Context: an optimization exercise on an open-source flow, tuned for small area, a short achievable clock period and few clock cycles per item. The choices shown serve that exercise and are no tape-out recipe. Where RTL was checked, it was by simulation tests only, not by an equivalence proof against the original. Only the layout flow was run in runs 1 to 4; the RTL was not checked for function there. Power and IR drop assume default switching activity.

**design.v**
```verilog
package nand_cpu_pkg;
    localparam int ADDR_WIDTH = 16;
    localparam int DATA_SIZE = 8;
    localparam int MEM_TRANS_SIZE = 16;
    typedef logic [ADDR_WIDTH-1:0] addr_t;
    typedef logic [DATA_SIZE-1:0] instr_t;
    typedef logic [MEM_TRANS_SIZE-1:0] beat_t;
endpackage
module fetch_top (
    input logic clk,
    input logic n_rst,
    output logic instr_valid,
    input logic instr_ready,
    output nand_cpu_pkg::instr_t instr_data,
    output nand_cpu_pkg::addr_t instr_pc,
    input logic branch_valid,
    input nand_cpu_pkg::addr_t branch_target,
    output logic mem_req,
    output logic [12:0] mem_addr,
    input logic mem_ack,
    input logic [15:0] mem_data
);
    nand_cpu_pkg::addr_t pc;      
    logic out_valid;
    nand_cpu_pkg::instr_t out_data;
    logic [14:0] nf;              
    logic req;                    
    logic act;                    
    logic [1:0] beat;             
    logic stale;                  
    logic [15:0] fifo [2];
    logic rptr, wptr;
    logic ne;                     
    logic full;                   
    logic need, nxt0, beat_in, pop, keep, push, push_need, issue, restart;
    nand_cpu_pkg::beat_t head;
    assign mem_req = req;
    assign mem_addr = nf[14:2];
    assign instr_valid = out_valid;
    assign instr_pc = pc;
    assign instr_data = out_data;
    assign need = !out_valid || instr_ready;
    assign nxt0 = out_valid ^ pc[0];
    assign head = fifo[rptr];
    assign beat_in = act && !stale && (beat == nf[1:0]);
    assign pop = need && ne && nxt0;
    assign keep = beat_in && (!full || pop);
    assign push_need = ne ? (!full || nxt0) : !nxt0;
    assign push = beat_in && (need ? push_need : !full);
    assign issue = !req && (!act || beat == 2'd3);
    assign restart = issue && (branch_valid || stale);
    always_ff @(posedge clk) begin
        if (!n_rst) begin
            pc <= '0;
            out_valid <= 1'b0;
            nf <= '0;
            req <= 1'b0;
            act <= 1'b0;
            beat <= '0;
            stale <= 1'b0;
            rptr <= 1'b0;
            wptr <= 1'b0;
            ne <= 1'b0;
            full <= 1'b0;
        end else begin
            if (branch_valid || (out_valid && instr_ready)) begin
                pc <= branch_valid ? branch_target : pc + 1'b1;
            end
            out_valid <= !branch_valid && ((out_valid && !instr_ready) || ne || beat_in);
            if (req && mem_ack) begin
                req <= 1'b0;
                act <= 1'b1;
                beat <= '0;
            end else if (act) begin
                beat <= beat + 1'b1;
                if (beat == 2'd3) begin
                    act <= 1'b0;
                end
            end
            if (issue) begin
                req <= 1'b1;
            end
            stale <= !issue && (stale || branch_valid);
            if (restart || keep) begin
                nf <= !restart ? nf + 1'b1 :
                      branch_valid ? branch_target[15:1] : pc[15:1];
            end
            if (branch_valid) begin
                rptr <= 1'b0;
                wptr <= 1'b0;
                ne <= 1'b0;
                full <= 1'b0;
            end else begin
                if (push) begin
                    wptr <= !wptr;
                end
                if (pop) begin
                    rptr <= !rptr;
                end
                if (push != pop) begin
                    ne <= push || full;
                    full <= push && ne;
                end
            end
        end
    end
    always_ff @(posedge clk) begin
        if (need) begin
            if (ne) begin
                out_data <= nxt0 ? head[15:8] : head[7:0];
            end else begin
                out_data <= nxt0 ? mem_data[15:8] : mem_data[7:0];
            end
        end
        if (push) begin
            fifo[wptr] <= mem_data;
        end
    end
endmodule
```
**flow/run.sh**
```bash
#!/bin/bash
# The standard layout, with the smallest buffer (buf_1) on every input and
# output port instead of the one buffer_ports picks by default.
set -euo pipefail
export BUFFER_PORTS_ARGS="-buffer_cell sky130_fd_sc_hd__buf_1"
bash standard.sh > standard_flow.log 2>&1
```
**standard.sh**
```bash
#!/bin/bash
# synth_recipe.tcl (not shown) runs the flow's synth.tcl, then flattens the netlist and writes it again
# the make line also repeats each setting of config.mk as NAME=value (left out here)
make -C /OpenROAD-flow-scripts/flow DESIGN_CONFIG=/design/flow/config.mk WORK_HOME=/design/flow/orfs CLKGATE_MAP_FILE= SYNTH_SCRIPT=/design/flow/synth_recipe.tcl "${@:-finish}"
```
**config.mk**
```make
export PLATFORM = sky130hd
export DESIGN_NAME = fetch_top
export DESIGN_NICKNAME = fetch_top
export VERILOG_FILES = /design/flow/design.v
export SDC_FILE = /design/flow/constraint.sdc
export NUM_CORES = 4
export LEC_CHECK = 0
export ABC_CLOCK_PERIOD_IN_PS = 2500
export CAP_MARGIN = 20
export CORE_MARGIN = 2
export CORE_UTILIZATION = 40
export PLACE_DENSITY = 0.6
export SETUP_SLACK_MARGIN = 4.5
export SLEW_MARGIN = 20
```
**constraint.sdc**
```tcl
create_clock -name core_clock -period 6.5 [get_ports {clk}]
set_input_delay 1.3000 -clock core_clock [delete_from_list [all_inputs] [get_ports {clk}]]
set_output_delay 1.3000 -clock core_clock [all_outputs]
set_load 0.01 [all_outputs]
```
==> results of run 1 <==
## power groups by stage
stage	Clock, mW	Sequential, mW	Combinational, mW
2_1_floorplan	0	0.616	0.114
3_3_place_gp	0	0.618	0.158
3_5_place_dp	0	0.619	0.160
4_1_cts	0.348	0.594	0.256
5_1_grt	0.372	0.597	0.296
6_report	0.345	0.595	0.276
## cell usage after synthesis, types with 4 or more instances
| master | n | area [sq um] |
|---|---|---|
| nor4_1 | 10 | 62.6 |
| nand4_1 | 6 | 37.5 |
| nand3_1 | 16 | 80.1 |
| a21oi_1 | 18 | 90.1 |
| nand2b_1 | 5 | 31.3 |
| mux4_2 | 8 | 180 |
| o311a_1 | 4 | 40.0 |
| clkbuf_1 | 16 | 60.1 |
| a211oi_1 | 9 | 67.6 |
| and4_1 | 5 | 43.8 |
| inv_1 | 13 | 48.8 |
| dfxtp_1 | 42 | 841 |
| mux2i_1 | 5 | 50.1 |
| mux2_2 | 8 | 90.1 |
| or4_1 | 7 | 52.6 |
| xnor2_1 | 12 | 105 |
| o31ai_1 | 8 | 60.1 |
| nor3_1 | 15 | 75.1 |
| edfxtp_1 | 40 | 1200 |
| nor2_1 | 22 | 82.6 |
| nand2_1 | 37 | 139 |
| a311oi_1 | 5 | 43.8 |
| o21ai_0 | 23 | 115 |
| buf_2 | 4 | 20.0 |
| xor2_1 | 5 | 43.8 |
| a31oi_1 | 18 | 113 |
| or3_1 | 4 | 25.0 |
| buf_4 | 13 | 97.6 |
## timing repair
action | in CTS | in global routing
setup buffers | 58 | 5
hold endpoints to repair | 0 | 0
setup endpoints to repair | 106 | 101
pin swaps | 16 | 17
gates cloned | 7 | 1
gates resized for setup | 174 | 35
## cell families (layout without fill, tap and decap cells)
logic type | after synthesis | in the layout | share of synthesized area
multiplexers | 21 | 21 | 0.0766
adder cells (fa/ha/maj) | 3 | 3 | 0.00897
AND/OR/NAND/NOR | 136 | 138 | 0.165
XOR/XNOR | 17 | 17 | 0.0356
AO/OA/AOI/OAI | 105 | 106 | 0.168
flip-flops | 82 | 82 | 0.488
buffers and inverters | 50 | 178 | 0.0580
## registers in the layout (all words and copies together), names as in the netlist, named ones only
| name | cells |
|---|---|
| nf | 15 |
| rptr | 1 |
| stale | 1 |
| beat | 2 |
| out_valid | 1 |
| wptr | 1 |
| fifo | 32 |
| req | 1 |
| ne | 1 |
| pc | 16 |
| act | 1 |
| full | 1 |
| out_data | 8 |
## worst max-delay path: stages
cell     delay, ns
buf_8         0.10
and2b_4       0.30
inv_8         0.05
nand2_4       0.07
o221a_4       0.19
nor2b_4       0.19
buf_6         0.12
buf_12        0.12
## final cells by class
| type | count | share of cell area |
|---|---|---|
| clock buffers | 9 | 0.0201 |
| repair buffers | 146 | 0.207 |
| multi-input cells | 285 | 0.376 |
| repair inverters | 2 | 0.00244 |
| inverters | 14 | 0.0112 |
| flip-flops and latches | 82 | 0.348 |
| well taps | 136 | 0.0277 |
| clock inverters | 7 | 0.00834 |
## final timing paths
kind / from / endpoint / slack [ns] / cells past startpoint
min reg2reg: wptr$_SDFFE_PP0P_ / wptr$_SDFFE_PP0P_ / 0.56 / 2
min: wptr$_SDFFE_PP0P_ / wptr$_SDFFE_PP0P_ / 0.56 / 2
max reg2reg: pc[0]$_SDFFE_PN0P_ / pc[13]$_SDFFE_PN0P_ / 4.34 / 6
max: instr_ready / fifo[0][5]$_DFFE_PP_ / 4.13 / 8
## placed cells by master (no fill, tap or decap), drive strengths merged, types with 4 or more instances in the layout
cell type	netlist	layout
xnor2	12	12
and4	5	5
inv	13	13
xor2	5	5
mux2	8	8
mux2i	5	5
mux4	8	8
o21ai	23	23
nor4	10	10
clkinvlp	0	8
or3	4	4
a311oi	5	5
nand3	16	17
nand4	6	6
a211oi	9	9
o31ai	8	8
clkbuf	17	18
nor2	22	22
a31oi	18	19
nor3	15	15
o311a	4	4
dfxtp	42	42
a21oi	18	18
buf	19	136
edfxtp	40	40
nand2	37	37
or4	7	7
nand2b	5	5
## metal layers
layer  vias to the layer above  share of wire  global-route usage
met5                         -              0                   0
met2                       161           0.52               0.407
li1                       1846              -                   -
met3                        29          0.060              0.0509
met4                         0          0.022              0.0752
met1                      1953           0.40               0.284
==> flow_metrics.py, run 1 <==
metrics = {
    "pwr": {
        "powerDensity_nw_per_um2": 198,
        "power.total_mw": 1.22,
        "vdd.ir_drop.worst_mv": 0.107,
        "p_comb_frac": 0.227,
        "power_switching_mw": 0.369,
        "clockPowerShare": 0.283,
        "switching_share": 0.304,
        "p_int_mw": 0.846,
        "p_seq_frac": 0.489,
        "cellLeakagePower_nw": 2.23,
    },
    "placed_design": {
        "port_buffers": 75,
        "place_congestion": 0.834,
        "place_ws_ns": 3.16,
        "placed_area_sq_um": 4590,
        "dp_cells": 594,
        "dp_hpwl_microns": 7300,
    },
    "timing": {
        "hold_viol_final": 0,
        "fin_crit_sh": 0.364,
        "fin_skew_ns": 0.0138,
        "max_slew.worst_pin.slew_ns": 0.748,
        "timing.final.ws_setup_ns": 4.13,
        "setup_violations": 0,
        "setup-tns-final_ns": 0,
        "maxSlewHeadroom": 0.497,
        "max_clock_freq_mhz": 423,
        "grt_setup_unrepaired": "true",
        "report.final.slew_viol_count": 0,
        "fin_crit_ns": 2.37,
        "whs_ns": 0.557,
    },
    "route": {
        "drtIter0Drc": 304,
        "via_per_inst": 5.86,
        "antenna_left": 0,
        "drc": 0,
        "firstDrtPassIters": 5,
        "routed_wl_microns": 13400,
        "routedWlPerCell_microns": 19.7,
        "vias": 3989,
    },
    "finish": {
        "drive_above_1_share": 0.428,
        "num-nets-final": 580,
        "design_area_sq_um": 6150,
        "register_area_sq_um": 2140,
        "final_util": 0.601,
        "area_delta_synth_final_pct": 47.0,
        "fill_cells": 869,
        "diodes": 0,
        "multiInputGateArea_sq_um": 2310,
        "fin_cells": 681,
    },
    "grt": {
        "antenna_found_initial": 0,
        "grt_pass1_wl_microns": 20300,
        "grt_usage": 0.232,
        "grt.overflow.total": 0,
        "grt_max_degree": 31,
        "grt_pass1_vias": 3841,
    },
    "yosys": {
        "yosysWarningCount": 1,
        "synth-seq-area-share": 0.488,
        "synth-seq-cells": 82,
        "ys_types": 49,
        "netlist_instances": 414,
        "synthArstFlopShare": 0,
        "synth-edff-count": 40,
        "yosys_most_used_dff": "dfxtp_1",
        "syn-num-nets": 454,
        "syn_area_sq_um": 4180,
        "avgSynthCellArea_sq_um": 10.1,
    },
    "clocking": {
        "clockBufferDepth": 2,
        "cts_hold_buf": 0,
        "cts_inserted_buffers": 9,
        "cts_num_sinks": 82,
        "cts_tree": "done",
        "htree_levels": 3,
        "clk_pin_slew_ns": 0.08,
        "root_buffer": "clkbuf_8",
        "insertion_delay_ns": 0.36,
    },
    "die": {
        "fp.dieH_microns": 106,
        "std_cell_rows": 37,
        "core_area_sq_um": 10200,
        "start_util": 0.409,
        "die_x_microns": 106,
        "die_area_sq_um": 11300,
        "num_io_pins": 76,
    },
    "setup_path": {
        "crit_required_ns": 6.58,
        "crit_path_max_fanout": 8,
        "path_class": "primary input to register",
        "cp_data_arrival_time_ns": 2.44,
        "start_kind": "primary input",
        "end_kind": "register",
    },
    "status": {
        "status": "complete, no violations",
    },
    "job": {
        "maxCapViolCount": 0,
    },
    "hold_path": {
        "hold_path_class": "register to register",
    },
}
==> run 2, diff against run 1 <==
--- a/config.mk
+++ b/config.mk
@@ -11,4 +11,4 @@
 export CORE_UTILIZATION = 40
 export PLACE_DENSITY = 0.6
-export SETUP_SLACK_MARGIN = 4.5
+export SETUP_SLACK_MARGIN = 5.0
 export SLEW_MARGIN = 20
==> run 2 against run 1 <==
Net effect: global-route usage up 1.5 points; core utilization up 3.5 points; die area unchanged; clock power about the same; clock-buffer cell count unchanged; still clean; flip-flop and latch count unchanged; cell area up 5.8%; worst setup slack better by 0.045 ns; first-iteration DRC count down 15%; total power up 3.2%; sequential share of layout area down 1.8 points.
==> flow_metrics.py, run 2 <==
metrics = {
    "status": {
        "status": "complete, no violations",
    },
    "yosys": {
        "synthArstFlopShare": 0,
        "yosys.area.top_type": "edfxtp_1",
        "avgSynthCellArea_sq_um": 10.1,
        "syn_area_sq_um": 4180,
        "syn-num-nets": 454,
        "yosysWarningCount": 1,
        "synth-edff-count": 40,
        "yosysMostFrequentCell": "dfxtp_1",
        "synth-seq-area-share": 0.488,
        "synth-seq-cells": 82,
        "synth_top_area_frac": 0.287,
        "ys_types": 49,
        "yosys_most_used_dff": "dfxtp_1",
        "synth_common_cells": "42 x dfxtp_1, 40 x edfxtp_1, 37 x nand2_1, 23 x o21ai_0, 22 x nor2_1",
        "netlist_instances": 414,
        "synthTopCellsByArea": "edfxtp_1 29%, dfxtp_1 20%, mux4_2 4.3%, nand2_1 3.3%, o21ai_0 2.8%",
    },
    "placed_design": {
        "place_ws_ns": 3.10,
        "port_buffers": 75,
        "place_congestion": 0.816,
        "dp_hpwl_microns": 7570,
    },
    "grt": {
        "grt_pass1_vias": 4059,
        "grt_usage": 0.247,
        "grt_pass1_wl_microns": 21500,
        "grt.overflow.total": 0,
        "grt_max_degree": 20,
        "antenna_found_initial": 0,
    },
    "timing": {
        "hold_viol_final": 0,
        "max_clock_freq_mhz": 431,
        "fin_crit_ns": 2.32,
        "grt_setup_unrepaired": "true",
        "timing.final.ws_setup_ns": 4.18,
        "setup-tns-final_ns": 0,
        "setup_violations": 0,
        "fin_crit_sh": 0.357,
        "report.final.slew_viol_count": 0,
        "maxSlewHeadroom": 0.335,
        "fin_skew_ns": 0.0117,
        "max_slew.worst_pin.slew_ns": 0.988,
    },
    "route": {
        "routedWlPerCell_microns": 20.2,
        "drc": 0,
        "routed_wl_microns": 14100,
        "vias": 4159,
        "firstDrtPassIters": 5,
        "drtIter0Drc": 259,
        "antenna_left": 0,
        "via_per_inst": 5.94,
    },
    "setup_path": {
        "start_kind": "primary input",
        "path_class": "primary input to register",
        "crit_path_max_fanout": 8,
        "slowest_delay_ns": 0.31,
        "cp_data_arrival_time_ns": 2.40,
        "crit_required_ns": 6.58,
        "path_cells": "buf_8 > and2b_4 > inv_8 > nand2_4 > o221a_4 > nor2b_4 > clkbuf_16",
        "end_kind": "register",
        "crit_slowest_cell": "and2b_4",
    },
    "die": {
        "core_area_sq_um": 10200,
        "fp.dieH_microns": 106,
        "die_area_sq_um": 11300,
        "die_x_microns": 106,
        "start_util": 0.409,
        "num_io_pins": 76,
        "std_cell_rows": 37,
    },
    "finish": {
        "num-nets-final": 599,
        "drive_above_1_share": 0.472,
        "top_regs": "fifo (32), pc (16), nf (15)",
        "largest_reg_flops": 32,
        "fill_cells": 788,
        "diodes": 0,
        "final_util": 0.636,
        "mostFrequentLayoutCell": "buf_4",
        "regMostFlops": "fifo",
        "final_cell_mix": "60 x buf_4, 44 x buf_6, 40 x edfxtp_1",
        "area_delta_synth_final_pct": 55.5,
    },
    "pwr": {
        "powerDensity_nw_per_um2": 193,
        "vdd.ir_drop.worst_mv": 0.143,
        "cellLeakagePower_nw": 2.41,
    },
    "clocking": {
        "cts_hold_buf": 0,
        "cts_num_sinks": 82,
        "cts_tree": "done",
        "clk_pin_slew_ns": 0.09,
        "htree_levels": 3,
        "clockBufferDepth": 2,
        "root_buffer": "clkbuf_8",
        "cts_inserted_buffers": 9,
        "insertion_delay_ns": 0.36,
    },
    "hold_path": {
        "hold_path_class": "register to register",
    },
    "job": {
        "maxCapViolCount": 0,
    },
}
[run 2: final timing paths]
| path | to | start | cells after the start | slack, ns |
|---|---|---|---|---|
| setup / recovery | fifo[0][3]$_DFFE_PP_ | instr_ready | 7 | 4.18 |
| hold / removal | nf[1]$_SDFFE_PN0P_ | nf[1]$_SDFFE_PN0P_ | 2 | 0.57 |
| setup reg to reg | nf[10]$_SDFFE_PN0P_ | nf[0]$_SDFFE_PN0P_ | 5 | 4.35 |
| hold reg to reg | nf[1]$_SDFFE_PN0P_ | nf[1]$_SDFFE_PN0P_ | 2 | 0.57 |
[run 2: cells by family (layout without fill, tap and decap cells)]
logic type | after synthesis | after routing | synth area share
flip-flops | 82 | 82 | 0.488
XOR/XNOR | 17 | 17 | 0.0356
AO/OA/AOI/OAI | 105 | 106 | 0.168
multiplexers | 21 | 21 | 0.0766
adder cells (fa/ha/maj) | 3 | 3 | 0.00897
buffers and inverters | 50 | 196 | 0.0580
AND/OR/NAND/NOR | 136 | 139 | 0.165
[run 2: area by class of cell]
| class | instances | area, sq um | area share |
|---|---|---|---|
| multi-input cells | 286 | 2410 | 0.371 |
| flip-flops and latches | 82 | 2150 | 0.330 |
| repair buffers | 164 | 1490 | 0.229 |
| well taps | 136 | 170 | 0.0262 |
| clock buffers | 9 | 124 | 0.0190 |
| inverters | 14 | 87.6 | 0.0135 |
| clock inverters | 7 | 53.8 | 0.00827 |
| repair inverters | 2 | 17.5 | 0.00269 |
[run 2: worst max-delay path: cells and delay by family]
kind / cells / cell delay (ns)
buffers and inverters: 3 / 0.34
and+or+nand+nor: 3 / 0.58
AOI/OAI and AO/OA: 1 / 0.18
[run 2: routing by layer]
layer,vias up,part of all wire,global-route usage
li1,1888,-,-
met1,2046,0.39,0.302
met2,188,0.52,0.444
met3,37,0.059,0.0399
met4,0,0.030,0.0789
met5,-,0,0
[run 2: timing repair]
item	in CTS	in global routing
cloned	10	1
setup buffers	62	17
setup endpoints to repair	129	129
gates resized for setup	144	57
endpoints found under the hold margin	0	0
pin swaps	24	17
[run 2: power by group]
part	leakage (nW)	total [mW]	switching [mW]	internal, mW
clock	0.0818	0.347	0.206	0.141
sequential	0.740	0.596	0.0232	0.573
combinational	1.59	0.311	0.155	0.155
total	2.41	1.25	0.385	0.869
[run 2: through the flow]
| step | hold WS [ns] | instances | cell area (sq um) | total power, mW |
|---|---|---|---|---|
| detailed placement | 0.499 | 594 | 4760 | 0.785 |
| finish | 0.574 | 700 | 6500 | 1.25 |
| global placement | 0.485 | 594 | 4760 | 0.782 |
| floorplan | 0.472 | 414 | 4640 | 0.746 |
| global route | 0.614 | 700 | 6500 | 1.30 |
| CTS | 0.522 | 682 | 6140 | 1.23 |
==> run 3, diff against run 2 <==
--- a/config.mk
+++ b/config.mk
@@ -11,4 +11,4 @@
 export CORE_UTILIZATION = 40
 export PLACE_DENSITY = 0.6
-export SETUP_SLACK_MARGIN = 5.0
+export SETUP_SLACK_MARGIN = 3.5
 export SLEW_MARGIN = 20
==> run 3 against run 2 <==
Net effect: critical path depth stayed put; worst hold slack worse by 0.058 ns; flip-flop and latch count stayed put; combinational power is 49% lower; clock skew is 0.0013 ns lower; first-iteration DRC count is 4.2% lower; core utilization is 17 points lower; total power is 7.9% lower; fmax is 19% lower; critical path type unchanged; critical endpoint is now nf[5]$_SDFFE_PN0P_; largest power group unchanged.
==> flow_metrics.py, run 3 <==
metrics = {
    "timing": {
        "hold_viol_final": 0,
        "setup_violations": 0,
        "max_clock_freq_mhz": 349,
        "fin_skew_ns": 0.0104,
        "timing.final.ws_setup_ns": 3.64,
        "maxSlewHeadroom": 0.336,
        "setup-tns-final_ns": 0,
        "fin_crit_ns": 2.86,
        "max_slew.worst_pin.slew_ns": 0.987,
        "report.final.slew_viol_count": 0,
        "grt_setup_unrepaired": "false",
        "fin_crit_sh": 0.440,
    },
    "pwr": {
        "clockPowerShare": 0.339,
        "switching_share": 0.288,
        "p_comb_frac": 0.137,
        "p_int_mw": 0.822,
        "p_seq_frac": 0.525,
        "power_switching_mw": 0.333,
        "cellLeakagePower_nw": 1.51,
        "vdd.ir_drop.worst_mv": 0.108,
        "powerDensity_nw_per_um2": 245,
    },
    "clocking": {
        "htree_levels": 3,
        "clockBufferDepth": 2,
        "cts_inserted_buffers": 9,
        "post_cts_buffers": 0,
        "clk_pin_slew_ns": 0.09,
        "insertion_delay_ns": 0.36,
        "cts_tree": "done",
        "root_buffer": "clkbuf_8",
        "cts_num_sinks": 82,
        "cts_hold_buf": 0,
    },
    "placed_design": {
        "place_congestion": 0.846,
        "place_ws_ns": 3.07,
        "dp_cells": 596,
        "dp_hpwl_microns": 7480,
        "port_buffers": 75,
    },
    "yosys": {
        "netlist_instances": 414,
        "yosys_most_used_dff": "dfxtp_1",
        "ys_types": 49,
        "synth_top_area_frac": 0.287,
        "synth-seq-area-share": 0.488,
        "yosysMostFrequentCell": "dfxtp_1",
        "yosysWarningCount": 1,
        "synth-seq-cells": 82,
        "avgSynthCellArea_sq_um": 10.1,
        "synthArstFlopShare": 0,
        "synth_common_cells": "42 x dfxtp_1, 40 x edfxtp_1, 37 x nand2_1, 23 x o21ai_0, 22 x nor2_1",
        "syn_area_sq_um": 4180,
        "yosys.area.top_type": "edfxtp_1",
        "syn-num-nets": 454,
        "synth-edff-count": 40,
        "synthTopCellsByArea": "edfxtp_1 29%, dfxtp_1 20%, mux4_2 4.3%, nand2_1 3.3%, o21ai_0 2.8%",
    },
    "finish": {
        "fin_cells": 612,
        "fill_cells": 983,
        "num-nets-final": 511,
        "final_cell_mix": "75 x buf_1, 42 x dfxtp_1, 40 x edfxtp_1",
        "regMostFlops": "fifo",
        "largest_reg_flops": 32,
        "mostFrequentLayoutCell": "buf_1",
        "top_regs": "fifo (32), pc (16), nf (15)",
        "area_delta_synth_final_pct": 12.9,
        "drive_above_1_share": 0.0966,
        "diodes": 0,
    },
    "hold_path": {
        "holdCritStartpoint": "rptr$_SDFFE_PP0P_",
        "worstHoldEndpoint": "rptr$_SDFFE_PP0P_",
        "worstHoldPathCells": 2,
        "hold_path_class": "register to register",
    },
    "grt": {
        "grt.overflow.total": 0,
        "antenna_found_initial": 0,
        "grt_usage": 0.194,
        "grt_pass1_wl_microns": 17000,
        "grt_pass1_vias": 3301,
        "grt_max_degree": 32,
    },
    "setup_path": {
        "reg2regPathDepth": 4,
        "end_kind": "register",
        "crit_slowest_cell": "or4_1",
        "r2r-end": "fifo[1][8]$_DFFE_PP_",
        "cp_data_arrival_time_ns": 3.12,
        "r2r_start": "pc[0]$_SDFFE_PN0P_",
        "regToRegSetupSlack_ns": 4.12,
        "cpLargestDelayFamily": "simple AND/OR/NAND/NOR gates",
        "path_class": "primary input to register",
        "start_kind": "primary input",
        "crit_path_max_fanout": 17,
        "slowest_delay_ns": 0.53,
        "crit_required_ns": 6.76,
        "path_cells": "buf_1 > and2b_1 > inv_1 > a31oi_1 > buf_4 > or4_1 > o311a_1",
        "critPathBufInv": 3,
    },
    "die": {
        "fp.dieH_microns": 106,
        "die_x_microns": 106,
        "core_area_sq_um": 10200,
        "start_util": 0.409,
        "num_io_pins": 76,
        "std_cell_rows": 37,
        "die_area_sq_um": 11300,
    },
    "route": {
        "vias": 3436,
        "via_per_inst": 5.61,
        "firstDrtPassIters": 4,
        "drc": 0,
        "antenna_left": 0,
        "routed_wl_microns": 10500,
        "drtIter0Drc": 248,
        "routedWlPerCell_microns": 17.1,
    },
    "job": {
        "maxCapViolCount": 0,
    },
    "status": {
        "status": "complete, no violations",
    },
}
run 3: cell counts after synthesis:
No cell type changed its count.
run 3: power groups by stage:
stage / combinational (mW) / clock [mW] / sequential (mW)
after floorplan: 0.109 / 0 / 0.615
after global placement: 0.156 / 0 / 0.618
after detailed placement: 0.158 / 0 / 0.618
after CTS: 0.159 / 0.402 / 0.606
after global routing: 0.177 / 0.423 / 0.612
final: 0.158 / 0.391 / 0.606
run 3: worst register-to-register path, cell delays in order, from the launching register on:
cell and delay (ns):
dfxtp_1 0.41, xnor2_1 0.83, a21oi_1 0.18, o221a_2 0.33
and2_2 0.34
run 3: cells by family after synthesis:
family                   count (synthesis)  synth area share
adder cells (fa/ha/maj)                  3           0.00897
AO/OA/AOI/OAI                          105             0.168
XOR/XNOR                                17            0.0356
flip-flops                              82             0.488
multiplexers                            21            0.0766
buffers and inverters                   50            0.0580
AND/OR/NAND/NOR                        136             0.165
run 3: layout make-up:
type                            instances  area (sq um)  area share
Clock buffer                            9           124      0.0262
Multi-Input combinational cell        282          1920       0.406
Timing Repair Buffer                   82           334      0.0707
Tap cell                              136           170      0.0360
Sequential cell                        82          2040       0.432
Clock inverter                          7          81.3      0.0172
Inverter                               14          52.6      0.0111
run 3: repair_timing:
action                     CTS  global route
setup endpoints to repair   32             3
gates resized for setup      2             1
cloned                       0             0
run 3: stage by stage:
| stage | area [sq um] | power [mW] | hold slack, ns | util |
|---|---|---|---|---|
| after floorplan | 4190 | 0.724 | 0.463 | - |
| after global placement | 4500 | 0.774 | 0.487 | 0.440 |
| after detailed placement | 4510 | 0.777 | 0.490 | 0.440 |
| after CTS | 4720 | 1.17 | 0.514 | 0.461 |
| after global routing | 4720 | 1.21 | 0.528 | 0.462 |
| final | 4720 | 1.16 | 0.516 | 0.462 |
run 3: layer usage:
metal  up-vias  track usage  part of all wire
met2        77        0.327              0.50
li1       1695            -                 -
met4         0       0.0630             0.012
met5         -            0                 0
met1      1656        0.249              0.44
met3         8       0.0423             0.045
run 3: worst max-delay path by stage:
stage                             to          from  depth (start not counted)  slack (ns)
2_1_floorplan   fifo[0][0]$_DFFE_PP_   instr_ready                          5        3.57
3_3_place_gp   fifo[0][14]$_DFFE_PP_   instr_ready                          6        3.11
3_5_place_dp   fifo[1][14]$_DFFE_PP_   instr_ready                          6        3.07
4_1_cts          nf[13]$_SDFFE_PN0P_  branch_valid                          6        3.53
5_1_grt           nf[5]$_SDFFE_PN0P_   instr_ready                          7        3.51
6_report          nf[5]$_SDFFE_PN0P_   instr_ready                          7        3.64
==> run 4, diff against run 3 <==
--- a/config.mk
+++ b/config.mk
@@ -11,4 +11,4 @@
 export CORE_UTILIZATION = 40
 export PLACE_DENSITY = 0.6
-export SETUP_SLACK_MARGIN = 3.5
+export SETUP_SLACK_MARGIN = 4.0
 export SLEW_MARGIN = 20
==> run 4 against run 3 <==
Net effect: clock skew increased by 0.0010 ns; global-route usage decreased by 0.49 points; register-to-register slack improved by 0.08 ns; critical endpoint is now nf[13]$_SDFFE_PN0P_.
==> flow_metrics.py, run 4 <==
metrics = {
    "timing": {
        "max_clock_freq_mhz": 408,
        "timing.final.ws_setup_ns": 4.05,
        "setup_violations": 0,
        "fin_crit_ns": 2.45,
        "fin_skew_ns": 0.0115,
        "report.final.slew_viol_count": 0,
        "maxSlewHeadroom": 0.320,
        "fin_crit_sh": 0.377,
        "max_slew.worst_pin.slew_ns": 1.01,
        "whs_ns": 0.522,
        "setup-tns-final_ns": 0,
        "hold_viol_final": 0,
        "grt_setup_unrepaired": "true",
    },
    "clocking": {
        "clk_pin_slew_ns": 0.09,
        "cts_num_sinks": 82,
        "cts_inserted_buffers": 9,
        "insertion_delay_ns": 0.36,
        "root_buffer": "clkbuf_8",
        "htree_levels": 3,
        "clockBufferDepth": 2,
        "cts_tree": "done",
    },
    "route": {
        "via_per_inst": 5.65,
        "drc": 0,
        "vias": 3472,
        "routedWlPerCell_microns": 17.3,
        "routed_wl_microns": 10600,
        "drtIter0Drc": 198,
        "firstDrtPassIters": 4,
        "antenna_left": 0,
    },
    "finish": {
        "multiInputGateArea_sq_um": 1980,
        "top_regs": "fifo (32), pc (16), nf (15)",
        "area_delta_synth_final_pct": 16.0,
        "regMostFlops": "fifo",
        "diodes": 0,
        "drive_above_1_share": 0.117,
        "fill_cells": 988,
        "final_cell_mix": "75 x buf_1, 42 x dfxtp_1, 40 x edfxtp_1",
        "mostFrequentLayoutCell": "buf_1",
        "num-nets-final": 514,
        "largest_reg_flops": 32,
        "register_area_sq_um": 2040,
    },
    "yosys": {
        "synthXorXnorAreaFrac": 0.0356,
        "synthTopCellsByArea": "edfxtp_1 29%, dfxtp_1 20%, mux4_2 4.3%, nand2_1 3.3%, o21ai_0 2.8%",
        "synth_common_cells": "42 x dfxtp_1, 40 x edfxtp_1, 37 x nand2_1, 23 x o21ai_0, 22 x nor2_1",
        "netlist_instances": 414,
        "syn_area_sq_um": 4180,
        "yosys.area_share.simple": 0.165,
        "yosysMostFrequentCell": "dfxtp_1",
        "synth_compound_area_frac": 0.168,
        "yosys.area.top_type": "edfxtp_1",
        "ys_types": 49,
        "syn-num-nets": 454,
        "synth-seq-cells": 82,
        "synth-edff-count": 40,
        "yosysWarningCount": 1,
        "synthArstFlopShare": 0,
        "synth-seq-area-share": 0.488,
        "avgSynthCellArea_sq_um": 10.1,
        "synth_top_area_frac": 0.287,
        "synth_adder_area_share": 0.00897,
        "synthMuxAreaShare": 0.0766,
        "synth_top_family_by_area": "compound AO/OA/AOI/OAI gates",
        "yosys_most_used_dff": "dfxtp_1",
    },
    "die": {
        "std_cell_rows": 37,
        "core_area_sq_um": 10200,
        "num_io_pins": 76,
        "die_area_sq_um": 11300,
        "fp.dieH_microns": 106,
        "start_util": 0.409,
        "die_x_microns": 106,
    },
    "grt": {
        "met3_usage": 0.0527,
        "grt_pass1_wl_microns": 16800,
        "grt_busiest_layer": "met2",
        "grt_usage": 0.190,
        "grt_max_degree": 32,
        "grt.overflow.total": 0,
        "use_met1": 0.232,
        "grt_pass1_vias": 3428,
        "grt_util_met2": 0.320,
        "antenna_found_initial": 0,
    },
    "setup_path": {
        "end_kind": "register",
        "crit_path_max_fanout": 14,
        "start_kind": "primary input",
        "path_class": "primary input to register",
        "cp_data_arrival_time_ns": 2.72,
        "crit_required_ns": 6.77,
    },
    "pwr": {
        "vdd.ir_drop.worst_mv": 0.142,
        "powerDensity_nw_per_um2": 248,
        "cellLeakagePower_nw": 1.54,
    },
    "placed_design": {
        "place_ws_ns": 3.16,
        "port_buffers": 75,
        "place_congestion": 0.839,
        "dp_hpwl_microns": 7380,
    },
    "status": {
        "status": "complete, no violations",
    },
    "hold_path": {
        "hold_path_class": "register to register",
    },
    "job": {
        "maxCapViolCount": 0,
    },
}
run 4: cells by family after synthesis:
logic type / Yosys count
simple gates: 136
buf+inv: 50
compound gates: 105
fa+ha+maj: 3
xor+xnor: 17
flops: 82
mux: 21
run 4: timing repair:
action                     in CTS  in global routing
resized for setup               6                  5
pin swaps                       1                  1
setup buffers                   4                  0
cloned                          0                  1
hold buffers                    0                  0
setup endpoints to repair      47                  9
run 4: path summary, 6_finish.rpt:
path | endpoint | start | depth (start not counted) | slack (ns)
max reg2reg | fifo[0][13]$_DFFE_PP_ | pc[0]$_SDFFE_PN0P_ | 5 | 4.20
min | register | rptr$_SDFFE_PP0P_ | 2 | 0.52
min reg2reg | register | rptr$_SDFFE_PP0P_ | 2 | 0.52
max | nf[13]$_SDFFE_PN0P_ | instr_ready | 7 | 4.05
run 4: layer usage:
layer | part of all wire | vias up
met5 | 0 | -
met3 | 0.052 | 15
li1 | - | 1691
met1 | 0.43 | 1652
met4 | 0.021 | 0
met2 | 0.49 | 114
run 4: worst max-delay path, cell delays in order:
cell,delay (ns)
buf_1,0.11
and2b_4,0.33
inv_8,0.08
a31oi_2,0.39
buf_4,0.19
nor3_1,0.05
a311oi_1,0.27
run 4: final cells by class:
type | count | share of cell area
well taps | 136 | 0.0351
clock buffers | 10 | 0.0284
multi-input cells | 283 | 0.409
clock inverters | 6 | 0.0198
flip-flops and latches | 82 | 0.421
repair buffers | 84 | 0.0753
inverters | 14 | 0.0124
run 4: through the flow:
| stage | utilization | std cells | power (mW) | instance area (sq um) |
|---|---|---|---|---|
| after global placement | 0.442 | 594 | 0.773 | 4520 |
| after detailed placement | 0.442 | 594 | 0.776 | 4520 |
| after global routing | 0.475 | 615 | 1.26 | 4850 |
| after floorplan | - | 414 | 0.726 | 4220 |
| after CTS | 0.472 | 614 | 1.21 | 4830 |
| final | 0.475 | 615 | 1.20 | 4850 |
run 4: report_power, final:
group	total (mW)	internal (mW)	switching [mW]
Combinational	0.163	0.0658	0.0970
Sequential	0.607	0.574	0.0326
Clock	0.433	0.232	0.202
==> run 5, diff against run 4 <==
--- a/design.v
+++ b/design.v
@@ -30,9 +30,10 @@
     logic stale;                  
     logic [15:0] fifo [2];
-    logic rptr, wptr;
+    logic rptr, wptr;             
     logic ne;                     
     logic full;                   
     logic need, nxt0, beat_in, pop, keep, push, push_need, issue, restart;
     nand_cpu_pkg::beat_t head;
+    nand_cpu_pkg::addr_t pc_next;
     assign mem_req = req;
     assign mem_addr = nf[14:2];
@@ -40,7 +41,10 @@
     assign instr_pc = pc;
     assign instr_data = out_data;
+    assign pc_next = branch_valid ? branch_target :
+                     (out_valid && instr_ready) ? pc + 1'b1 : pc;
     assign need = !out_valid || instr_ready;
     assign nxt0 = out_valid ^ pc[0];
     assign head = fifo[rptr];
+    assign wptr = rptr ^ (ne && !full);
     assign beat_in = act && !stale && (beat == nf[1:0]);
     assign pop = need && ne && nxt0;
@@ -54,27 +58,17 @@
             pc <= '0;
             out_valid <= 1'b0;
-            nf <= '0;
             req <= 1'b0;
             act <= 1'b0;
-            beat <= '0;
-            stale <= 1'b0;
-            rptr <= 1'b0;
-            wptr <= 1'b0;
+            stale <= 1'b1;
             ne <= 1'b0;
             full <= 1'b0;
         end else begin
-            if (branch_valid || (out_valid && instr_ready)) begin
-                pc <= branch_valid ? branch_target : pc + 1'b1;
-            end
+            pc <= pc_next;
             out_valid <= !branch_valid && ((out_valid && !instr_ready) || ne || beat_in);
             if (req && mem_ack) begin
                 req <= 1'b0;
                 act <= 1'b1;
-                beat <= '0;
-            end else if (act) begin
-                beat <= beat + 1'b1;
-                if (beat == 2'd3) begin
-                    act <= 1'b0;
-                end
+            end else if (act && beat == 2'd3) begin
+                act <= 1'b0;
             end
             if (issue) begin
@@ -82,28 +76,25 @@
             end
             stale <= !issue && (stale || branch_valid);
-            if (restart || keep) begin
-                nf <= !restart ? nf + 1'b1 :
-                      branch_valid ? branch_target[15:1] : pc[15:1];
-            end
             if (branch_valid) begin
-                rptr <= 1'b0;
-                wptr <= 1'b0;
                 ne <= 1'b0;
                 full <= 1'b0;
-            end else begin
-                if (push) begin
-                    wptr <= !wptr;
-                end
-                if (pop) begin
-                    rptr <= !rptr;
-                end
-                if (push != pop) begin
-                    ne <= push || full;
-                    full <= push && ne;
-                end
+            end else if (push != pop) begin
+                ne <= push || full;
+                full <= push && ne;
             end
         end
     end
     always_ff @(posedge clk) begin
+        if (act) begin
+            beat <= beat + 1'b1;
+        end else begin
+            beat <= '0;
+        end
+        if (restart || keep) begin
+            nf <= restart ? pc_next[15:1] : nf + 1'b1;
+        end
+        if (pop) begin
+            rptr <= !rptr;
+        end
         if (need) begin
             if (ne) begin
--- a/config.mk
+++ b/config.mk
@@ -6,5 +6,5 @@
 export NUM_CORES = 4
 export LEC_CHECK = 0
-export ABC_CLOCK_PERIOD_IN_PS = 2500
+export ABC_CLOCK_PERIOD_IN_PS = 2000
 export CAP_MARGIN = 20
 export CORE_MARGIN = 2
==> run 5 against run 4 <==
Net effect: total power shrank 3.1%; worst hold slack worse by 0.046 ns; clock-buffer cell count unchanged; register-to-register slack got worse by 0.02 ns; first-iteration DRC count fell by 3.0%; global-route usage decreased by 3.1 points; clock power down 12%; fmax up 1.3%; core utilization barely moved; combinational power decreased by 5%; cell area is 4.9% lower; largest power group unchanged.
==> flow_metrics.py, run 5 <==
metrics = {
    "status": {
        "status": "complete, no violations",
    },
    "placed_design": {
        "place_ws_ns": 3.14,
        "dp_hpwl_microns": 5990,
        "port_buffers": 75,
        "place_congestion": 0.795,
    },
    "die": {
        "die_x_microns": 104,
        "die_area_sq_um": 10800,
        "fp.dieH_microns": 104,
        "num_io_pins": 76,
        "core_area_sq_um": 9730,
        "std_cell_rows": 36,
        "start_util": 0.412,
    },
    "clocking": {
        "clockBufferDepth": 2,
        "cts_num_sinks": 81,
        "cts_inserted_buffers": 9,
        "htree_levels": 3,
        "insertion_delay_ns": 0.36,
        "cts_tree": "done",
        "root_buffer": "clkbuf_8",
        "clk_pin_slew_ns": 0.08,
    },
    "finish": {
        "multiInputGateArea_sq_um": 1670,
        "area_delta_synth_final_pct": 15.2,
        "final_util": 0.475,
        "final_cell_mix": "73 x buf_1, 56 x edfxtp_1, 26 x nand2_1",
        "fill_cells": 951,
        "mostFrequentLayoutCell": "buf_1",
        "largest_reg_flops": 32,
        "top_regs": "fifo (32), pc (16), nf (15)",
        "drive_above_1_share": 0.123,
        "regMostFlops": "fifo",
        "diodes": 0,
        "num-nets-final": 443,
        "register_area_sq_um": 2180,
    },
    "yosys": {
        "synth-seq-area-share": 0.544,
        "avgSynthCellArea_sq_um": 11.9,
        "netlist_instances": 336,
        "syn_area_sq_um": 4010,
        "yosys_most_used_dff": "edfxtp_1",
        "synthTopCellsByArea": "edfxtp_1 42%, dfxtp_1 12%, mux2i_1 4.5%, xor2_1 3.5%, mux4_1 3.3%",
        "synth_top_area_frac": 0.420,
        "ys_types": 45,
        "synth-edff-count": 56,
        "yosysMostFrequentCell": "edfxtp_1",
        "yosysWarningCount": 1,
        "synth-seq-cells": 81,
        "yosys.area.top_type": "edfxtp_1",
        "synthArstFlopShare": 0,
        "syn-num-nets": 376,
        "synth_common_cells": "56 x edfxtp_1, 26 x nand2_1, 25 x dfxtp_1, 18 x mux2i_1, 17 x nor2_1",
    },
    "grt": {
        "grt_pass1_wl_microns": 13500,
        "antenna_found_initial": 0,
        "grt_usage": 0.159,
        "grt_pass1_vias": 2645,
        "grt_max_degree": 27,
        "grt.overflow.total": 0,
    },
    "route": {
        "firstDrtPassIters": 4,
        "drtIter0Drc": 192,
        "via_per_inst": 5.03,
        "drc": 0,
        "antenna_left": 0,
        "routed_wl_microns": 8290,
        "vias": 2719,
        "routedWlPerCell_microns": 15.3,
    },
    "pwr": {
        "powerDensity_nw_per_um2": 252,
        "power_switching_mw": 0.314,
        "clockPowerShare": 0.328,
        "switching_share": 0.269,
        "vdd.ir_drop.worst_mv": 0.114,
        "p_comb_frac": 0.133,
        "cellLeakagePower_nw": 1.65,
        "p_seq_frac": 0.539,
        "p_int_mw": 0.852,
    },
    "timing": {
        "timing.final.ws_setup_ns": 4.08,
        "max_slew.worst_pin.slew_ns": 0.843,
        "fin_crit_sh": 0.372,
        "grt_setup_unrepaired": "false",
        "setup_violations": 0,
        "setup-tns-final_ns": 0,
        "report.final.slew_viol_count": 0,
        "fin_skew_ns": 0.0163,
        "hold_viol_final": 0,
        "whs_ns": 0.476,
        "maxSlewHeadroom": 0.437,
        "fin_crit_ns": 2.42,
        "max_clock_freq_mhz": 413,
    },
    "setup_path": {
        "end_kind": "output port",
        "crit_required_ns": 5.20,
        "path_cells": "buf_1",
        "slowest_delay_ns": 0.54,
        "start_kind": "register",
        "crit_slowest_cell": "dfxtp_1",
        "critPathBufInv": 1,
        "crit_path_max_fanout": 6,
        "cp_data_arrival_time_ns": 1.12,
        "path_class": "register to output port",
        "cpLargestDelayFamily": "flip-flops",
    },
    "job": {
        "maxCapViolCount": 0,
    },
    "hold_path": {
        "hold_path_class": "register to register",
    },
}
==> run 5: worst register-to-register path: stages (launching register included) <==
cell	delay (ns)
dfxtp_1	0.54
xor2_4	0.59
and2_4	0.34
nand2_4	0.07
a21oi_2	0.18
or2_4	0.28
==> run 5: through the flow <==
stage	power (mW)	area, sq um	cells
CTS	1.18	4610	541
detailed placement	0.795	4350	520
global route	1.22	4620	541
global placement	0.793	4350	520
floorplan	0.758	4060	336
finish	1.17	4620	541
==> run 5: final timing paths <==
path	start	to	slack, ns	depth (start not counted)
worst max-delay path	pc[0]$_SDFFE_PN0P_	instr_pc[0]	4.08	1
worst min-delay path	beat[0]$_SDFF_PN0_	beat[0]$_SDFF_PN0_	0.48	1
worst max register to register	pc[0]$_SDFFE_PN0P_	nf[3]$_DFFE_PP_	4.18	5
worst min register to register	beat[0]$_SDFF_PN0_	beat[0]$_SDFF_PN0_	0.48	1
==> run 5: logic make-up after synthesis <==
group           count (synthesis)  share of synthesized area
fa+ha+maj                       3                    0.00937
xor+xnor                       29                     0.0681
mux                            28                      0.100
buf+inv                        35                     0.0512
compound gates                 51                     0.0734
simple gates                  109                      0.153
flops                          81                      0.544
==> run 5: area by class of cell <==
class	instances	share of cell area
Clock buffer	10	0.0298
Tap cell	133	0.0360
Sequential cell	81	0.473
Timing Repair Buffer	82	0.0764
Inverter	9	0.00732
Clock inverter	6	0.0157
Multi-Input combinational cell	220	0.362
==> run 5: per-layer routing <==
metal  share of wire  GRT usage  vias to the layer above  routed length [microns]
met5               0          0                        -                        0
met4           0.010     0.0376                        0                       83
met3           0.055     0.0495                        9                      454
met2            0.46      0.253                       64                     3830
met1            0.47      0.213                     1298                     3930
li1                -          -                     1348                        -
==> run 5: power groups by stage <==
stage | Clock (mW) | Sequential, mW | Combinational (mW)
CTS | 0.392 | 0.628 | 0.157
finish | 0.382 | 0.628 | 0.155
floorplan | 0 | 0.636 | 0.122
global route | 0.415 | 0.633 | 0.175
global placement | 0 | 0.639 | 0.154
detailed placement | 0 | 0.640 | 0.155
==> run 5: timing repair <==
item / CTS / global route
pin swaps: 2 / 0
setup buffers: 5 / 0
hold buffers: 0 / 0
setup endpoints to repair: 55 / 15
gates resized for setup: 3 / 1
Testbench counts of run 5, summed over its fixed seeds: cycles 64,126, bytes 34,829.
==> run 6, diff against run 5 <==
--- a/config.mk
+++ b/config.mk
@@ -6,5 +6,6 @@
 export NUM_CORES = 4
 export LEC_CHECK = 0
-export ABC_CLOCK_PERIOD_IN_PS = 2000
+export ABC_AREA = 1
+export ABC_CLOCK_PERIOD_IN_PS = 2500
 export CAP_MARGIN = 20
 export CORE_MARGIN = 2
==> run 6 against run 5 <==
Net effect: still clean; fmax rose by 0.67%; global-route usage rose by 2.5 points; wire length grew 18%; combinational power increased by 34%; flip-flop and latch count unchanged; worst hold slack got worse by 0.018 ns; worst setup slack better by 0.016 ns; clock-buffer cell count grew 1; die area is 1.3% higher; first-iteration DRC count shrank 15%; cell area increased by 2.5%.
==> flow_metrics.py, run 6 <==
metrics = {
    "die": {
        "std_cell_rows": 36,
        "fp.dieH_microns": 105,
        "start_util": 0.414,
        "core_area_sq_um": 9820,
        "num_io_pins": 76,
        "die_area_sq_um": 11000,
        "die_x_microns": 105,
    },
    "yosys": {
        "avgSynthCellArea_sq_um": 8.48,
        "syn_area_sq_um": 4060,
        "yosysWarningCount": 1,
        "yosys.area.top_type": "edfxtp_1",
        "synthTopCellsByArea": "edfxtp_1 41%, nand2_1 15%, dfxtp_1 12%, nand3_1 5.4%, inv_1 3.4%",
        "synthArstFlopShare": 0,
        "synth-seq-cells": 81,
        "synth-seq-area-share": 0.537,
        "netlist_instances": 479,
        "ys_types": 31,
        "syn-num-nets": 519,
        "synth_top_area_frac": 0.414,
        "yosys_most_used_dff": "edfxtp_1",
        "synth-edff-count": 56,
        "synth_common_cells": "161 x nand2_1, 56 x edfxtp_1, 44 x nand3_1, 37 x inv_1, 37 x nor2_1",
        "yosysMostFrequentCell": "nand2_1",
    },
    "hold_path": {
        "hold_path_class": "register to register",
    },
    "setup_path": {
        "path_class": "register to output port",
        "critPathBufInv": 1,
        "crit_path_max_fanout": 5,
        "end_kind": "output port",
        "crit_slowest_cell": "dfxtp_1",
        "path_cells": "buf_1",
        "cpLargestDelayFamily": "flip-flops",
        "crit_required_ns": 5.20,
        "slowest_delay_ns": 0.54,
        "cp_data_arrival_time_ns": 1.10,
        "start_kind": "register",
    },
    "route": {
        "routed_wl_microns": 9800,
        "routedWlPerCell_microns": 14.2,
        "vias": 3440,
        "drtIter0Drc": 164,
        "antenna_left": 0,
        "drc": 0,
        "via_per_inst": 4.99,
        "firstDrtPassIters": 5,
    },
    "clocking": {
        "root_buffer": "clkbuf_8",
        "htree_levels": 3,
        "insertion_delay_ns": 0.36,
        "cts_num_sinks": 81,
        "clk_pin_slew_ns": 0.09,
        "clockBufferDepth": 2,
        "cts_tree": "done",
        "cts_hold_buf": 0,
        "cts_inserted_buffers": 9,
    },
    "finish": {
        "area_delta_synth_final_pct": 16.5,
        "largest_reg_flops": 32,
        "num-nets-final": 591,
        "top_regs": "fifo (32), pc (16), nf (15)",
        "fill_cells": 980,
        "final_cell_mix": "157 x nand2_1, 74 x buf_1, 56 x edfxtp_1",
        "mostFrequentLayoutCell": "nand2_1",
        "diodes": 0,
        "regMostFlops": "fifo",
        "final_util": 0.482,
        "drive_above_1_share": 0.0881,
    },
    "timing": {
        "setup_violations": 0,
        "whs_ns": 0.459,
        "report.final.slew_viol_count": 0,
        "max_clock_freq_mhz": 416,
        "fin_skew_ns": 0.00773,
        "fin_crit_ns": 2.40,
        "hold_viol_final": 0,
        "fin_crit_sh": 0.370,
        "max_slew.worst_pin.slew_ns": 0.796,
        "grt_setup_unrepaired": "false",
        "maxSlewHeadroom": 0.469,
        "setup-tns-final_ns": 0,
    },
    "placed_design": {
        "place_congestion": 0.887,
        "dp_hpwl_microns": 6840,
        "port_buffers": 75,
    },
    "pwr": {
        "cellLeakagePower_nw": 1.85,
        "powerDensity_nw_per_um2": 256,
        "power.total_mw": 1.21,
        "vdd.ir_drop.worst_mv": 0.0921,
    },
    "grt": {
        "grt_usage": 0.184,
        "grt_pass1_vias": 3194,
        "grt_pass1_wl_microns": 15800,
        "antenna_found_initial": 0,
        "grt.overflow.total": 0,
        "grt_max_degree": 25,
    },
    "status": {
        "status": "complete, no violations",
    },
    "job": {
        "maxCapViolCount": 0,
    },
}
[run 6: cell types whose count changed after synthesis, sizes merged, moves of 7 or more]
cell   change
nand2    +134
inv       +29
nand3     +29
nor2      +21
mux2i     -18
nor2b     -10
mux4       -8
a31o       +7
xor2       -7
[run 6: cell type report]
cell class              count  area (sq um)  area share
inverters                  39           154      0.0325
repair buffers             86           380      0.0804
repair inverters            1          5.00     0.00106
clock inverters             5          38.8     0.00820
flip-flops and latches     81          2180       0.461
clock buffers              11           151      0.0320
well taps                 133           166      0.0352
multi-input cells         333          1650       0.350
[run 6: per-layer routing]
layer / track usage / part of all wire / vias to the layer above
met5: 0 / 0 / -
met4: 0.0667 / 0.016 / 0
li1: - / - / 1721
met3: 0.0449 / 0.060 / 14
met2: 0.284 / 0.45 / 106
met1: 0.250 / 0.47 / 1599
[run 6: what timing repair did]
item / CTS / global route
pin swaps: 3 / 0
hold endpoints to repair: 0 / 0
endpoints found under the setup margin: 67 / 23
gates cloned: 1 / 0
buffers inserted: 10 / 0
resized for setup: 6 / 4
[run 6: report_power, final]
group	internal [mW]	switching, mW
Sequential	0.603	0.0417
Clock	0.162	0.196
Combinational	0.0780	0.130
[run 6: path summary, 6_finish.rpt]
path,end,cells past startpoint,from,slack (ns)
worst min-delay path,beat[1]$_SDFF_PN0_,2,act$_SDFFE_PN0P_,0.46
worst min register to register,beat[1]$_SDFF_PN0_,2,act$_SDFFE_PN0P_,0.46
worst max-delay path,instr_valid,1,out_valid$_SDFF_PN0_,4.10
worst max register to register,fifo[1][5]$_DFFE_PP_,7,out_valid$_SDFF_PN0_,4.25
[run 6: kinds of logic after synthesis]
kind of cell,count (synthesis),synth area share
and+or+nand+nor,262,0.269
DFF,81,0.537
buffers and inverters,65,0.0736
AOI/OAI and AO/OA,52,0.0746
xor gates and xnor gates,16,0.0364
adders and majority gates,3,0.00924
[run 6: worst reg2reg max path, stage by stage, from the launching register on]
cell	delay, ns
dfxtp_1	0.54
xor2_4	0.40
buf_4	0.30
nand3_2	0.13
nand2_1	0.14
nand2_2	0.12
nor2_4	0.17
buf_4	0.17
[run 6: stage by stage]
stage	cells	instance area, sq um	setup slack (ns)
2_1_floorplan	479	4100	4.00
3_3_place_gp	662	4400	2.49
3_5_place_dp	662	4400	2.34
4_1_cts	689	4720	4.05
5_1_grt	689	4730	4.01
6_report	689	4730	4.10
==> run 7, diff against run 6 <==
--- a/config.mk
+++ b/config.mk
@@ -6,6 +6,5 @@
 export NUM_CORES = 4
 export LEC_CHECK = 0
-export ABC_AREA = 1
-export ABC_CLOCK_PERIOD_IN_PS = 2500
+export ABC_CLOCK_PERIOD_IN_PS = 5000
 export CAP_MARGIN = 20
 export CORE_MARGIN = 2
==> run 7 against run 6 <==
Net effect: flip-flop and latch count unchanged; via count down 21%; clock power up 7.0%; area after synthesis down 1.3%; worst setup slack worse by 0.016 ns; combinational power down 25%; fmax down 0.67%; sequential share of layout area up 1.2 points; total power down 3.7%; largest cell class unchanged.
==> flow_metrics.py, run 7 <==
metrics = {
    "pwr": {
        "power.total_mw": 1.17,
        "vdd.ir_drop.worst_mv": 0.114,
        "powerDensity_nw_per_um2": 252,
        "cellLeakagePower_nw": 1.65,
    },
    "setup_path": {
        "crit_slowest_cell": "dfxtp_1",
        "critPathBufInv": 1,
        "crit_path_max_fanout": 6,
        "crit_required_ns": 5.20,
        "path_cells": "buf_1",
        "r2r-end": "nf[3]$_DFFE_PP_",
        "r2r_start": "pc[0]$_SDFFE_PN0P_",
        "cp_data_arrival_time_ns": 1.12,
        "start_kind": "register",
        "regToRegSetupSlack_ns": 4.18,
        "end_kind": "output port",
        "reg2regPathDepth": 5,
        "cpLargestDelayFamily": "flip-flops",
        "slowest_delay_ns": 0.54,
        "path_class": "register to output port",
    },
    "grt": {
        "grt_pass1_wl_microns": 13500,
        "grt_usage": 0.159,
        "grt_pass1_vias": 2645,
        "grt.overflow.total": 0,
        "grt_max_degree": 27,
        "antenna_found_initial": 0,
    },
    "timing": {
        "maxSlewHeadroom": 0.437,
        "max_clock_freq_mhz": 413,
        "grt_setup_unrepaired": "false",
        "report.final.slew_viol_count": 0,
        "fin_crit_ns": 2.42,
        "hold_viol_final": 0,
        "setup-tns-final_ns": 0,
        "max_slew.worst_pin.slew_ns": 0.843,
        "fin_crit_sh": 0.372,
        "timing.final.ws_setup_ns": 4.08,
        "fin_skew_ns": 0.0163,
        "setup_violations": 0,
    },
    "yosys": {
        "synth-seq-area-share": 0.544,
        "avgSynthCellArea_sq_um": 11.9,
        "syn_area_sq_um": 4010,
        "synth_top_area_frac": 0.420,
        "yosys.area.top_type": "edfxtp_1",
        "synthTopCellsByArea": "edfxtp_1 42%, dfxtp_1 12%, mux2i_1 4.5%, xor2_1 3.5%, mux4_1 3.3%",
        "yosysMostFrequentCell": "edfxtp_1",
        "netlist_instances": 336,
        "synth_common_cells": "56 x edfxtp_1, 26 x nand2_1, 25 x dfxtp_1, 18 x mux2i_1, 17 x nor2_1",
        "synthArstFlopShare": 0,
        "yosys_most_used_dff": "edfxtp_1",
        "syn-num-nets": 376,
        "synth-seq-cells": 81,
        "synth-edff-count": 56,
        "ys_types": 45,
        "yosysWarningCount": 1,
    },
    "die": {
        "start_util": 0.412,
        "num_io_pins": 76,
        "die_area_sq_um": 10800,
        "die_x_microns": 104,
        "std_cell_rows": 36,
        "core_area_sq_um": 9730,
        "fp.dieH_microns": 104,
    },
    "hold_path": {
        "worstHoldEndpoint": "beat[0]$_SDFF_PN0_",
        "holdCritStartpoint": "beat[0]$_SDFF_PN0_",
        "worstHoldPathCells": 1,
        "hold_path_class": "register to register",
    },
    "clocking": {
        "htree_levels": 3,
        "cts_tree": "done",
        "cts_num_sinks": 81,
        "cts_inserted_buffers": 9,
        "clockBufferDepth": 2,
        "clk_pin_slew_ns": 0.08,
        "insertion_delay_ns": 0.36,
        "root_buffer": "clkbuf_8",
        "cts_hold_buf": 0,
    },
    "finish": {
        "drive_above_1_share": 0.123,
        "register_area_sq_um": 2180,
        "fin_cells": 541,
        "area_delta_synth_final_pct": 15.2,
        "top_regs": "fifo (32), pc (16), nf (15)",
        "num-nets-final": 443,
        "final_util": 0.475,
        "diodes": 0,
        "mostFrequentLayoutCell": "buf_1",
        "final_cell_mix": "73 x buf_1, 56 x edfxtp_1, 26 x nand2_1",
        "fill_cells": 951,
        "largest_reg_flops": 32,
        "multiInputGateArea_sq_um": 1670,
        "regMostFlops": "fifo",
    },
    "placed_design": {
        "port_buffers": 75,
        "dp_cells": 520,
        "dp_hpwl_microns": 5990,
        "place_ws_ns": 3.14,
        "place_congestion": 0.795,
    },
    "status": {
        "status": "complete, no violations",
    },
    "route": {
        "vias": 2719,
        "routed_wl_microns": 8290,
        "drc": 0,
        "via_per_inst": 5.03,
        "antenna_left": 0,
        "firstDrtPassIters": 4,
        "routedWlPerCell_microns": 15.3,
        "drtIter0Drc": 192,
    },
    "job": {
        "maxCapViolCount": 0,
    },
}
## run 7: changes by cell type after synthesis, sizes merged, moves of 6 or more
cell	change
a31o	-7
xnor2	+6
nor2b	+10
a31oi	+6
nand2b	+6
nor2	-21
xor2	+7
nand3	-29
inv	-29
mux2i	+18
a21oi	-6
nand2	-134
mux4	+8
## run 7: metal layers
| metal | part of all wire | vias to the layer above | routed length [microns] | track usage |
|---|---|---|---|---|
| met2 | 0.46 | 64 | 3830 | 0.253 |
| met5 | 0 | - | 0 | 0 |
| met1 | 0.47 | 1298 | 3930 | 0.213 |
| met3 | 0.055 | 9 | 454 | 0.0495 |
| li1 | - | 1348 | - | - |
| met4 | 0.010 | 0 | 83 | 0.0376 |
## run 7: kinds of logic after synthesis
family,Yosys count,share of synthesized area
DFF,81,0.544
buffers and inverters,35,0.0512
muxes,28,0.100
adders and majority gates,3,0.00937
xor gates and xnor gates,29,0.0681
and+or+nand+nor,109,0.153
AOI/OAI and AO/OA,51,0.0734
## run 7: report_power, final
group,internal [mW],total [mW],switching (mW)
clock,0.192,0.382,0.190
sequential,0.593,0.628,0.0351
combinational,0.0672,0.155,0.0882
total,0.852,1.17,0.314
## run 7: worst max path at each step
stage	cells after the start	end	from	slack [ns]
after global placement	5	fifo[0][6]$_DFFE_PP_	instr_ready	3.22
after global routing	5	fifo[1][11]$_DFFE_PP_	pc[0]$_SDFFE_PN0P_	4.00
after floorplan	5	fifo[0][0]$_DFFE_PP_	instr_ready	3.79
after CTS	1	instr_pc[0]	pc[0]$_SDFFE_PN0P_	4.05
after detailed placement	5	fifo[0][5]$_DFFE_PP_	instr_ready	3.14
final	1	instr_pc[0]	pc[0]$_SDFFE_PN0P_	4.08
## run 7: area by class of cell
type | count | area share
inverter | 9 | 0.00732
clock buffer | 10 | 0.0298
tap | 133 | 0.0360
multi-input combinational | 220 | 0.362
clock inverter | 6 | 0.0157
timing repair buffer | 82 | 0.0764
sequential | 81 | 0.473
## run 7: per-stage QoR
stage	hold slack, ns	instance area, sq um
finish	0.476	4620
detailed placement	0.467	4350
floorplan	0.437	4060
CTS	0.483	4610
global placement	0.449	4350
global route	0.493	4620
## run 7: timing repair
action | in CTS | in global routing
endpoints found under the setup margin | 55 | 15
resized for setup | 3 | 1
buffers inserted | 5 | 0
cloned | 0 | 0
hold endpoints to repair | 0 | 0
pin swaps | 2 | 0
==> run 8, diff against run 7 <==
--- a/config.mk
+++ b/config.mk
@@ -6,5 +6,4 @@
 export NUM_CORES = 4
 export LEC_CHECK = 0
-export ABC_CLOCK_PERIOD_IN_PS = 5000
 export CAP_MARGIN = 20
 export CORE_MARGIN = 2
==> run 8 against run 7 <==
Net effect: largest cell class unchanged; critical path type unchanged; largest power group unchanged; worst setup slack unchanged; sequential share of layout area unchanged; clock power is essentially flat.
==> flow_metrics.py, run 8 <==
metrics = {
    "route": {
        "vias": 2719,
        "via_per_inst": 5.03,
        "drtIter0Drc": 192,
        "firstDrtPassIters": 4,
        "drc": 0,
        "routed_wl_microns": 8290,
        "routedWlPerCell_microns": 15.3,
        "antenna_left": 0,
    },
    "placed_design": {
        "dp_hpwl_microns": 5990,
        "dp_cells": 520,
        "place_congestion": 0.795,
        "port_buffers": 75,
    },
    "clocking": {
        "clk_pin_slew_ns": 0.08,
        "cts_tree": "done",
        "cts_num_sinks": 81,
        "insertion_delay_ns": 0.36,
        "htree_levels": 3,
        "clockBufferDepth": 2,
        "root_buffer": "clkbuf_8",
        "cts_inserted_buffers": 9,
    },
    "finish": {
        "area_delta_synth_final_pct": 15.2,
        "final_cell_mix": "73 x buf_1, 56 x edfxtp_1, 26 x nand2_1",
        "mostFrequentLayoutCell": "buf_1",
        "num-nets-final": 443,
        "top_regs": "fifo (32), pc (16), nf (15)",
        "largest_reg_flops": 32,
        "diodes": 0,
        "drive_above_1_share": 0.123,
        "fin_cells": 541,
        "regMostFlops": "fifo",
    },
    "timing": {
        "fin_crit_sh": 0.372,
        "maxSlewHeadroom": 0.437,
        "fin_crit_ns": 2.42,
        "grt_setup_unrepaired": "false",
        "setup-tns-final_ns": 0,
        "fin_skew_ns": 0.0163,
        "hold_viol_final": 0,
        "report.final.slew_viol_count": 0,
        "max_clock_freq_mhz": 413,
        "setup_violations": 0,
        "max_slew.worst_pin.slew_ns": 0.843,
    },
    "setup_path": {
        "path_class": "register to output port",
        "critPathBufInv": 1,
        "path_cells": "buf_1",
        "end_kind": "output port",
        "crit_path_max_fanout": 6,
        "slowest_delay_ns": 0.54,
        "cp_data_arrival_time_ns": 1.12,
        "start_kind": "register",
        "crit_required_ns": 5.20,
        "cpLargestDelayFamily": "flip-flops",
        "crit_slowest_cell": "dfxtp_1",
    },
    "die": {
        "num_io_pins": 76,
        "std_cell_rows": 36,
        "die_area_sq_um": 10800,
        "fp.dieH_microns": 104,
        "die_x_microns": 104,
        "start_util": 0.412,
        "core_area_sq_um": 9730,
    },
    "yosys": {
        "synth-seq-cells": 81,
        "yosysMostFrequentCell": "edfxtp_1",
        "synth-edff-count": 56,
        "yosysWarningCount": 1,
        "netlist_instances": 336,
        "yosys.area.top_type": "edfxtp_1",
        "synth_common_cells": "56 x edfxtp_1, 26 x nand2_1, 25 x dfxtp_1, 18 x mux2i_1, 17 x nor2_1",
        "synthArstFlopShare": 0,
        "avgSynthCellArea_sq_um": 11.9,
        "syn-num-nets": 376,
        "synth-seq-area-share": 0.544,
        "synth_top_area_frac": 0.420,
        "ys_types": 45,
        "synthTopCellsByArea": "edfxtp_1 42%, dfxtp_1 12%, mux2i_1 4.5%, xor2_1 3.5%, mux4_1 3.3%",
        "syn_area_sq_um": 4010,
        "yosys_most_used_dff": "edfxtp_1",
    },
    "job": {
        "maxCapViolCount": 0,
    },
    "pwr": {
        "powerDensity_nw_per_um2": 252,
        "cellLeakagePower_nw": 1.65,
        "vdd.ir_drop.worst_mv": 0.114,
    },
    "grt": {
        "antenna_found_initial": 0,
        "grt_pass1_wl_microns": 13500,
        "grt.overflow.total": 0,
        "grt_max_degree": 27,
        "grt_usage": 0.159,
        "grt_pass1_vias": 2645,
    },
    "hold_path": {
        "hold_path_class": "register to register",
    },
    "status": {
        "status": "complete, no violations",
    },
}
==> run 8: cell counts after synthesis <==
No cell type changed its count.
==> run 8: cell families after synthesis <==
logic type	count (synthesis)	share of synthesized area
mux	28	0.100
xor+xnor	29	0.0681
compound gates	51	0.0734
fa+ha+maj	3	0.00937
buf+inv	35	0.0512
simple gates	109	0.153
flops	81	0.544
==> run 8: timing repair <==
action                     4_1_cts  5_1_grt
pin swaps                        2        0
resized for setup                3        1
hold buffers                     0        0
setup buffers                    5        0
setup endpoints to repair       55       15
==> run 8: worst paths after layout <==
path                                    startpoint            endpoint  slack (ns)  depth (start not counted)
worst min register to register  beat[0]$_SDFF_PN0_  beat[0]$_SDFF_PN0_        0.48                          1
worst max register to register  pc[0]$_SDFFE_PN0P_     nf[3]$_DFFE_PP_        4.18                          5
worst min-delay path            beat[0]$_SDFF_PN0_  beat[0]$_SDFF_PN0_        0.48                          1
worst max-delay path            pc[0]$_SDFFE_PN0P_         instr_pc[0]        4.08                          1
==> run 8: cell type report <==
type / count / area, sq um
fillers: 951 / 5110
repair buffers: 82 / 353
flip-flops and latches: 81 / 2180
multi-input cells: 220 / 1670
inverters: 9 / 33.8
well taps: 133 / 166
clock inverters: 6 / 72.6
clock buffers: 10 / 138
==> run 8: metal layers <==
layer	vias up	track usage	share of wire
met3	9	0.0495	0.055
met5	-	0	0
met2	64	0.253	0.46
met1	1298	0.213	0.47
li1	1348	-	-
met4	0	0.0376	0.010
==> run 8: worst register-to-register path: stages (launching register included) <==
cell	delay, ns
dfxtp_1	0.54
xor2_4	0.59
and2_4	0.34
nand2_4	0.07
a21oi_2	0.18
or2_4	0.28
==> run 8: metrics by stage <==
step	utilization	power [mW]	setup WS [ns]	area (sq um)	hold slack [ns]
6_report	0.475	1.17	4.08	4620	0.476
5_1_grt	0.475	1.22	4.00	4620	0.493
4_1_cts	0.474	1.18	4.05	4610	0.483
3_5_place_dp	0.447	0.795	3.14	4350	0.467
3_3_place_gp	0.447	0.793	3.22	4350	0.449
2_1_floorplan	-	0.758	3.79	4060	0.437
==> run 8: power breakdown <==
group	internal, mW	switching, mW	total (mW)
Sequential	0.593	0.0351	0.628
Clock	0.192	0.190	0.382
Combinational	0.0672	0.0882	0.155
Total	0.852	0.314	1.17

afterwards: timing with drivers on the ports:
In the flow no input, the clock included, has a driving cell. The finished layouts below were timed again as built, in two steps. Step 1 assumes that a clkbuf_16 drives the clock port and a buf_2 every other input. Step 2 moves the port delays by t, midway between the first and last clock arrival at a register: inputs arrive t later, outputs are due t later. That takes back most of the time a late clock gives input paths. Slacks: ideal ports / drivers / drivers and shift; pairs: ideal ports / drivers.
| run | shift t [ns] | setup WS [ns] | latest minus earliest clock arrival (ns) |
|---|---|---|---|
| run 1 | 0.390 | 4.134 / 4.127 / 3.737 | 0.014 / 0.014 |
| run 2 | 0.386 | 4.179 / 4.165 / 3.779 | 0.012 / 0.012 |
| run 3 | 0.394 | 3.637 / 3.636 / 3.242 | 0.010 / 0.010 |
| run 4 | 0.389 | 4.049 / 4.048 / 3.662 | 0.012 / 0.012 |
| run 5 | 0.378 | 4.080 / 4.050 / 3.737 | 0.017 / 0.017 |
| run 6 | 0.394 | 4.096 / 4.062 / 3.747 | 0.008 / 0.008 |
| run 7 | 0.378 | 4.080 / 4.050 / 3.737 | 0.017 / 0.017 |
| run 8 | 0.378 | 4.080 / 4.050 / 3.737 | 0.017 / 0.017 |
After both steps setup and hold are still met in every run listed. The setup slack of run 2, which loses most, moves by -0.014 ns with the drivers and by -0.400 ns with both steps.
